What follows belongs to an exercise in optimizing a design on an open flow for small area, a short achievable clock period and few clock cycles; a production flow would make more cautious choices.
Where RTL was checked, it was by simulation tests only, not by an equivalence proof against the original.
Power figures rest on the tool's default switching activity, not on a simulated workload.

// mac_acc_array
module mac_acc_array #(
    parameter int DW    = mac_pkg::MAC_DW,
    parameter int LANES = 8,
    parameter int ACCW  = 2 * DW + 8
) (
    input  logic                  clk,
    input  logic                  rst_n,
    input  logic                  in_valid,
    output logic                  in_ready,
    input  logic [LANES*DW-1:0]   A,
    input  logic [LANES*DW-1:0]   W,
    input  logic                  Asigned,
    input  logic                  Wsigned,
    input  logic                  acc_clr,
    input  logic                  acc_last,
    output logic                  out_valid,
    input  logic                  out_ready,
    output logic [LANES*ACCW-1:0] Q,
    output logic [LANES-1:0]      ovf
);
Size: roughly 340 I/O pins, roughly 37,000 um2 of cells after synthesis.
==> flow/config.mk <==
export PLATFORM = sky130hd
export DESIGN_NAME = mac_acc_array
export DESIGN_NICKNAME = mac_acc_array
export VERILOG_FILES = /design/flow/design.v
export SDC_FILE = /design/flow/constraint.sdc
export NUM_CORES = 4
export LEC_CHECK = 0
export CAP_MARGIN = 20
export CORE_MARGIN = 2
export CORE_UTILIZATION = 40
export SETUP_SLACK_MARGIN = 2.0
export SLEW_MARGIN = 20
==> flow/constraint.sdc <==
create_clock -name core_clock -period 5.6 [get_ports {clk}]
set_input_delay 1.1200 -clock core_clock [delete_from_list [all_inputs] [get_ports {clk}]]
set_output_delay 1.1200 -clock core_clock [all_outputs]
set_load 0.01 [all_outputs]
standard.sh (not shown) runs the stock make flow with config.mk's settings and CLKGATE_MAP_FILE= SYNTH_SCRIPT=/design/flow/synth_recipe.tcl, a recipe that flattens the netlist after the stock synthesis.
==> flow/flow/run.sh <==
#!/bin/bash
# Own layout flow: the standard flow with two changes.
#  1. After the standard synthesis, full-adder cells are rewired to their
#     complemented inputs/outputs where that removes inverters
#     (fa_polarity.py; same logic function, same registers).
#  2. Ports are buffered with a small buffer instead of the default delay cell.
# Each tool's output goes to a log file of its own in the work folder.
set -euo pipefail
W=$(pwd)
R=$W/orfs/results/$FLOW_PLATFORM/mac_acc_array/base
bash standard.sh "$R/1_2_yosys.v" > "$W/flow_synth.log" 2>&1
cp "$R/1_2_yosys.v" "$W/1_2_yosys.standard.v"
python3 "$W/flow/fa_polarity.py" "$W/1_2_yosys.standard.v" "$R/1_2_yosys.v" > "$W/flow_fa_polarity.log" 2>&1
touch "$R/1_2_yosys.v" "$R/1_2_yosys.sdc"
BUFFER_PORTS_ARGS="-buffer_cell ${PORT_BUFFER:-sky130_fd_sc_hd__buf_1}" \
  bash standard.sh finish > "$W/flow_layout.log" 2>&1
Other scripts of this flow, unchanged in this note and not shown: flow/flow/fa_polarity.py
==> next run, changes <==
--- a/flow/design.v
+++ b/flow/design.v
@@ -17,12 +17,13 @@
         wx = $signed({w_sgn & w[MAC_DW-1], w});
         mul_ext = ax * wx;
     endfunction
 endpackage
 module mac_lane (
     input  logic        clk,
+    input  logic        take,     
     input  logic        v,        
     input  logic [7:0]  a,
     input  logic [7:0]  w,
     input  logic        a_sgn,
     input  logic        w_sgn,
     input  logic        clr,      
@@ -152,17 +153,17 @@
     assign n109 = n60 ^ n83 ^ n82;
     assign n110 = (n60 & n83) | (n60 & n82) | (n83 & n82);
     assign n111 = nw[7] ^ na[7] ^ n84;
     assign n112 = (nw[7] & na[7]) | (nw[7] & n84) | (na[7] & n84);
     logic [32:0] rows_d, rows_q;
     assign rows_d = {n112, ss, n110, n111, n108, n109, n106, n107, n104, n105, n102, n103, n100, n101, n98, n99, n96, n97, n94, n95, n92, n93, n90, n91, n88, n89, n86, n87, n85, pp[2][0], pp[1][0], pp[0][1], pp[0][0]};
-    always_ff @(posedge clk) rows_q <= rows_d;
+    always_ff @(posedge clk) rows_q <= take ? rows_d : '0;
     logic [17:0] r0, r1, x, y;
     logic [15:0] g, p, cy, t;
-    assign r0 = {v, (rows_q[31] & v), (rows_q[29] & v), (rows_q[27] & v), (rows_q[25] & v), (rows_q[23] & v), (rows_q[21] & v), (rows_q[19] & v), (rows_q[17] & v), (rows_q[15] & v), (rows_q[13] & v), (rows_q[11] & v), (rows_q[9] & v), (rows_q[7] & v), (rows_q[5] & v), (rows_q[3] & v), (rows_q[1] & v), (rows_q[0] & v)};
-    assign r1 = {1'b0, (rows_q[32] & v), (rows_q[30] & v), (rows_q[28] & v), (rows_q[26] & v), (rows_q[24] & v), (rows_q[22] & v), (rows_q[20] & v), (rows_q[18] & v), (rows_q[16] & v), (rows_q[14] & v), (rows_q[12] & v), (rows_q[10] & v), (rows_q[8] & v), (rows_q[6] & v), (rows_q[4] & v), (rows_q[2] & v), 1'b0};
+    assign r0 = {v, rows_q[31], rows_q[29], rows_q[27], rows_q[25], rows_q[23], rows_q[21], rows_q[19], rows_q[17], rows_q[15], rows_q[13], rows_q[11], rows_q[9], rows_q[7], rows_q[5], rows_q[3], rows_q[1], rows_q[0]};
+    assign r1 = {1'b0, rows_q[32], rows_q[30], rows_q[28], rows_q[26], rows_q[24], rows_q[22], rows_q[20], rows_q[18], rows_q[16], rows_q[14], rows_q[12], rows_q[10], rows_q[8], rows_q[6], rows_q[4], rows_q[2], 1'b0};
     assign x = {r0[17:16] ^ r1[17:16], r0[15:0] ^ r1[15:0] ^ q[15:0]};
     assign y = {(r0[16:0] & r1[16:0]) | ({1'b0, r0[15:0]} & {1'b0, q[15:0]}) | ({1'b0, r1[15:0]} & {1'b0, q[15:0]}), 1'b0};
     assign g = x[15:0] & y[15:0];
     assign p = x[15:0] ^ y[15:0];
     logic gk0_1, pk0_1;
     assign gk0_1 = g[1] | (p[1] & g[0]);
@@ -352,12 +353,13 @@
     always_ff @(posedge clk) begin
         last1 <= acc_last;
     end
     for (genvar i = 0; i < LANES; i++) begin : g_lane
         mac_lane u_lane (
             .clk  (clk),
+            .take (take),
             .v    (v1),
             .clr  (clr),
             .a    (A[i*DW +: DW]),
             .w    (W[i*DW +: DW]),
             .a_sgn(Asigned),
             .w_sgn(Wsigned),
Final area went down by 7.9%.
Die area went down by 1.6%.
Non-clock buffer count went down by 104.
Total power went down by 9.7%.
Routed wire length went down by 3.6%.
Synthesized cell count went down by 1.2%.
Sequential cell count is unchanged.
Critical path depth went down by 4.
Hold slack gets better by 31 ps.
Area after synthesis went down by 1.6%.
Testbench counts after the change, summed over its fixed seeds: cycles 32,255.
For the first run of this note, only the layout was checked, not whether the RTL still works.

== lagoon ==
mac_acc_array, a different RTL version from the one above (not shown whole).
Size: about 3,300 cells after synthesis.
==> flow/config.mk <==
export PLATFORM = sky130hd
export DESIGN_NAME = mac_acc_array
export DESIGN_NICKNAME = mac_acc_array
export VERILOG_FILES = /design/flow/design.v
export SDC_FILE = /design/flow/constraint.sdc
export NUM_CORES = 4
export LEC_CHECK = 0
export CAP_MARGIN = 20
export CORE_MARGIN = 2
export CORE_UTILIZATION = 40
export SETUP_SLACK_MARGIN = 2.3
export SLEW_MARGIN = 20
==> flow/constraint.sdc <==
create_clock -name core_clock -period 5.6 [get_ports {clk}]
set_input_delay 1.1200 -clock core_clock [delete_from_list [all_inputs] [get_ports {clk}]]
set_output_delay 1.1200 -clock core_clock [all_outputs]
set_load 0.01 [all_outputs]
Scripts as last shown in full above: flow/flow/run.sh
Other scripts of this flow, unchanged in this note and not shown: flow/flow/fa_polarity.py
Setup changes, lagoon to onyx
--- a/flow/design.v
+++ b/flow/design.v
@@ -250,32 +250,30 @@
     assign cy[11] = gk3_11;
     assign cy[12] = gk3_12;
     assign cy[13] = gk3_13;
     assign cy[14] = gk3_14;
     assign cy[15] = gk3_15;
     assign t = p ^ {cy[14:0], 1'b0};
-    logic [7:0]  hi, hi_up, hi_dn, hi_nx;
+    logic [7:0]  hi, hi_nx;
     logic [1:0]  u0;
-    logic        is_max, is_min, dn0, dn1, up0, up1, sel_dn, sel_up, pos, neg;
+    logic        is_max, is_min, dn0, dn1, up0, up1;
+    logic        inc, dec, pos, neg, keep, zero, ones;
     assign hi     = q[23:16];
     assign is_max = hi == 8'h7f;
     assign is_min = hi == 8'h80;
-    assign hi_up  = is_max ? 8'h7f : hi + 8'd1;
-    assign hi_dn  = is_min ? 8'h80 : hi - 8'd1;
     assign u0     = x[17:16] + y[17:16];
     assign dn0    = u0 == 2'b11;
     assign dn1    = u0 == 2'b10;
     assign up0    = u0 == 2'b01;
     assign up1    = u0 == 2'b00;
-    assign sel_dn = cy[15] ? dn1 : dn0;
-    assign sel_up = cy[15] ? up1 : up0;
-    logic        keep, zero, ones;
-    assign keep   = !(sel_dn || sel_up || clr);
-    assign hi_nx  = ({8{sel_dn && !clr}} & hi_dn) | ({8{sel_up && !clr}} & hi_up) | ({8{keep}} & hi);
-    assign pos    = sel_up && is_max;
-    assign neg    = sel_dn && is_min;
+    assign inc    = cy[15] ? up1 && !is_max : up0 && !is_max;
+    assign dec    = cy[15] ? dn1 && !is_min : dn0 && !is_min;
+    assign pos    = cy[15] ? up1 && is_max : up0 && is_max;
+    assign neg    = cy[15] ? dn1 && is_min : dn0 && is_min;
+    assign keep   = !(inc || dec || clr);
+    assign hi_nx  = ({8{inc && !clr}} & (hi + 8'd1)) | ({8{dec && !clr}} & (hi - 8'd1)) | ({8{keep}} & hi);
     assign zero   = neg || clr;
     assign ones   = pos && !clr;
     always_ff @(posedge clk) begin
         q   <= {hi_nx, (t & ~{16{zero}}) | {16{ones}}};
         ovf <= !clr && (ovf || pos || neg);
     end
--- outcome ---
onyx ends up with higher total power than lagoon does. Re global-route wire length before repair: lagoon and onyx aren't equal, and the higher value belongs to lagoon. lagoon → onyx: sequential cell area in the final layout was more or less identical, all-layer global routing usage went down by 0.17 points. | number of antenna violations at the first check in global routing | lower: lagoon |.
Testbench counts of onyx, summed over its fixed seeds: cycles 32,255.
For lagoon, only the layout was checked, not whether the RTL still works.

== zinc ==
mac_acc_array, a different RTL version from the one above (not shown whole).
Size: about 3500 cells after synthesis, about 340 I/O pins.
==> flow/config.mk <==
export PLATFORM = sky130hd
export DESIGN_NAME = mac_acc_array
export DESIGN_NICKNAME = mac_acc_array
export VERILOG_FILES = /design/flow/design.v
export SDC_FILE = /design/flow/constraint.sdc
export NUM_CORES = 4
export LEC_CHECK = 0
export CAP_MARGIN = 20
export CORE_MARGIN = 2
export CORE_UTILIZATION = 40
export SETUP_SLACK_MARGIN = 2.3
export SLEW_MARGIN = 20
==> flow/constraint.sdc <==
create_clock -name core_clock -period 5.6 [get_ports {clk}]
set_input_delay 1.1200 -clock core_clock [delete_from_list [all_inputs] [get_ports {clk}]]
set_output_delay 1.1200 -clock core_clock [all_outputs]
set_load 0.01 [all_outputs]
Scripts as last shown in full above: flow/flow/run.sh
Other scripts of this flow, unchanged in this note and not shown: flow/flow/fa_polarity.py
## Diff of input files: violet against zinc
-- flow/design.v --
<<< zinc, line 68
    assign n21 = pp[5][1] ^ pp[6][0] ^ n1;
    assign n22 = (pp[5][1] & pp[6][0]) | (pp[5][1] & n1) | (pp[6][0] & n1);
    assign n23 = n2 ^ py[0] ^ px[0];
    assign n24 = (n2 & py[0]) | (n2 & px[0]) | (py[0] & px[0]);
    assign n25 = km ^ n3 ^ n5;
    assign n26 = (km & n3) | (km & n5) | (n3 & n5);
    assign n27 = n4 ^ n6 ^ px[1];
    assign n28 = (n4 & n6) | (n4 & px[1]) | (n6 & px[1]);
    assign n29 = kf ^ n7 ^ n9;
    assign n30 = (kf & n7) | (kf & n9) | (n7 & n9);
    assign n31 = pp[6][3] ^ n8 ^ py[2];
    assign n32 = (pp[6][3] & n8) | (pp[6][3] & py[2]) | (n8 & py[2]);
    assign n33 = px[2] ^ n11 ^ n10;
    assign n34 = (px[2] & n11) | (px[2] & n10) | (n11 & n10);
    assign n35 = pp[4][6] ^ pp[5][5] ^ pp[6][4];
    assign n36 = (pp[4][6] & pp[5][5]) | (pp[4][6] & pp[6][4]) | (pp[5][5] & pp[6][4]);
    assign n37 = n12 ^ py[3] ^ px[3];
    assign n38 = (n12 & py[3]) | (n12 & px[3]) | (py[3] & px[3]);
    assign n39 = pp[5][6] ^ pp[6][5] ^ py[4];
    assign n40 = (pp[5][6] & pp[6][5]) | (pp[5][6] & py[4]) | (pp[6][5] & py[4]);
>>> violet, line 68
    assign n21 = pp[5][1] ^ pp[6][0] ^ n1;
    assign n22 = (pp[5][1] & pp[6][0]) | (pp[5][1] & n1) | (pp[6][0] & n1);
    assign n23 = py[0] ^ px[0] ^ km;
    assign n24 = (py[0] & px[0]) | (py[0] & km) | (px[0] & km);
    assign n25 = n2 ^ n3 ^ n5;
    assign n26 = (n2 & n3) | (n2 & n5) | (n3 & n5);
    assign n27 = px[1] ^ kf ^ n4;
    assign n28 = (px[1] & kf) | (px[1] & n4) | (kf & n4);
    assign n29 = n6 ^ n7 ^ n9;
    assign n30 = (n6 & n7) | (n6 & n9) | (n7 & n9);
    assign n31 = pp[6][3] ^ py[2] ^ px[2];
    assign n32 = (pp[6][3] & py[2]) | (pp[6][3] & px[2]) | (py[2] & px[2]);
    assign n33 = n8 ^ n11 ^ n10;
    assign n34 = (n8 & n11) | (n8 & n10) | (n11 & n10);
    assign n35 = pp[4][6] ^ pp[5][5] ^ pp[6][4];
    assign n36 = (pp[4][6] & pp[5][5]) | (pp[4][6] & pp[6][4]) | (pp[5][5] & pp[6][4]);
    assign n37 = py[3] ^ px[3] ^ n12;
    assign n38 = (py[3] & px[3]) | (py[3] & n12) | (px[3] & n12);
    assign n39 = pp[5][6] ^ pp[6][5] ^ py[4];
    assign n40 = (pp[5][6] & pp[6][5]) | (pp[5][6] & py[4]) | (pp[6][5] & py[4]);
<<< zinc, line 94
    assign n47 = n18 ^ n16 ^ n19;
    assign n48 = (n18 & n16) | (n18 & n19) | (n16 & n19);
    assign n49 = n20 ^ n22 ^ n23;
    assign n50 = (n20 & n22) | (n20 & n23) | (n22 & n23);
    assign n51 = n24 ^ n26 ^ n27;
    assign n52 = (n24 & n26) | (n24 & n27) | (n26 & n27);
    assign n53 = n28 ^ n31 ^ n33;
    assign n54 = (n28 & n31) | (n28 & n33) | (n31 & n33);
    assign n55 = n35 ^ n32 ^ n37;
    assign n56 = (n35 & n32) | (n35 & n37) | (n32 & n37);
    assign n57 = n36 ^ px[4] ^ n38;
    assign n58 = (n36 & px[4]) | (n36 & n38) | (px[4] & n38);
    assign n59 = pp[6][6] ^ py[5] ^ px[5];
    assign n60 = (pp[6][6] & py[5]) | (pp[6][6] & px[5]) | (py[5] & px[5]);
>>> violet, line 94
    assign n47 = n18 ^ n16 ^ n19;
    assign n48 = (n18 & n16) | (n18 & n19) | (n16 & n19);
    assign n49 = n20 ^ n23 ^ n22;
    assign n50 = (n20 & n23) | (n20 & n22) | (n23 & n22);
    assign n51 = n24 ^ n27 ^ n26;
    assign n52 = (n24 & n27) | (n24 & n26) | (n27 & n26);
    assign n53 = n31 ^ n28 ^ n33;
    assign n54 = (n31 & n28) | (n31 & n33) | (n28 & n33);
    assign n55 = n35 ^ n32 ^ n37;
    assign n56 = (n35 & n32) | (n35 & n37) | (n32 & n37);
    assign n57 = px[4] ^ n36 ^ n39;
    assign n58 = (px[4] & n36) | (px[4] & n39) | (n36 & n39);
    assign n59 = pp[6][6] ^ py[5] ^ px[5];
    assign n60 = (pp[6][6] & py[5]) | (pp[6][6] & px[5]) | (py[5] & px[5]);
<<< zinc, line 124
    assign n77 = n34 ^ n55 ^ n54;
    assign n78 = (n34 & n55) | (n34 & n54) | (n55 & n54);
    assign n79 = n39 ^ n57 ^ n56;
    assign n80 = (n39 & n57) | (n39 & n56) | (n57 & n56);
    assign n81 = n40 ^ n59 ^ n58;
    assign n82 = (n40 & n59) | (n40 & n58) | (n59 & n58);
>>> violet, line 124
    assign n77 = n34 ^ n55 ^ n54;
    assign n78 = (n34 & n55) | (n34 & n54) | (n55 & n54);
    assign n79 = n38 ^ n57 ^ n56;
    assign n80 = (n38 & n57) | (n38 & n56) | (n57 & n56);
    assign n81 = n40 ^ n59 ^ n58;
    assign n82 = (n40 & n59) | (n40 & n58) | (n59 & n58);
- Delta (violet minus zinc): cell area after layout saw a decrease; fmax saw an increase; growth of design area from synthesis to finish saw a decrease; fraction of the cycle the final worst path needs saw a decrease.
- Via count of the routed design went down slightly going from zinc to violet.
- violet vs. zinc: multi-input gate count went up by 0.87%.
- The CTS clock-pin slew for the worst setup and hold paths on violet is in line with that on zinc.
- Higher number of clock buffers inserted by TritonCTS among zinc and violet: zinc
- [violet vs zinc] post-layout instance count excluding filler cells: lower in violet
- The met2 wirelength from detailed routing number comes out higher for zinc vs violet.
- Delta (violet minus zinc): synthesized cell count has decreased; worst path arrival time has decreased; number of clock-tree buffers in the layout has increased.
Testbench counts of violet, summed over its fixed seeds: cycles 32,255.
The RTL of zinc was laid out without a check of its function.

-- static timing again, ports no longer ideal --
The results above use ideal ports. As a check the final layouts listed here were re-extracted and re-timed, cells and wires unchanged. Step 1 assumes that a clkbuf_16 drives the clock port and a buf_2 every other input. Step 2 adds t to the input delays and takes it off the output delays; t is the mean of the earliest and latest rising clock arrival at the registers after step 1. Input paths then give back, and output paths get back, about the clock's delay inside the block. a / b / c = ideal / step 1 / step 2; a / b = the first two.
run	shift t [ns]	setup slack, ns	hold WS [ns]	worst data-port slew with drivers (ns)
the first run of note 1	0.684	1.654 / 1.654 / 1.475	0.313 / 0.270 / 0.441	0.15
the second run of note 1	0.689	2.129 / 2.129 / 1.484	0.344 / 0.300 / 0.450	0.10
lagoon	0.659	2.266 / 2.266 / 1.701	0.338 / 0.300 / 0.448	0.10
onyx	0.674	2.257 / 2.257 / 1.615	0.344 / 0.305 / 0.495	0.20
zinc	0.665	2.270 / 2.270 / 1.694	0.403 / 0.433 / 0.433	0.12
violet	0.637	2.352 / 2.352 / 1.716	0.366 / 0.332 / 0.452	0.11
After both steps setup and hold are still met in every run listed. The setup slack of the second run of note 1, which loses most, moves by 0.000 ns with the drivers and by -0.645 ns with both steps.
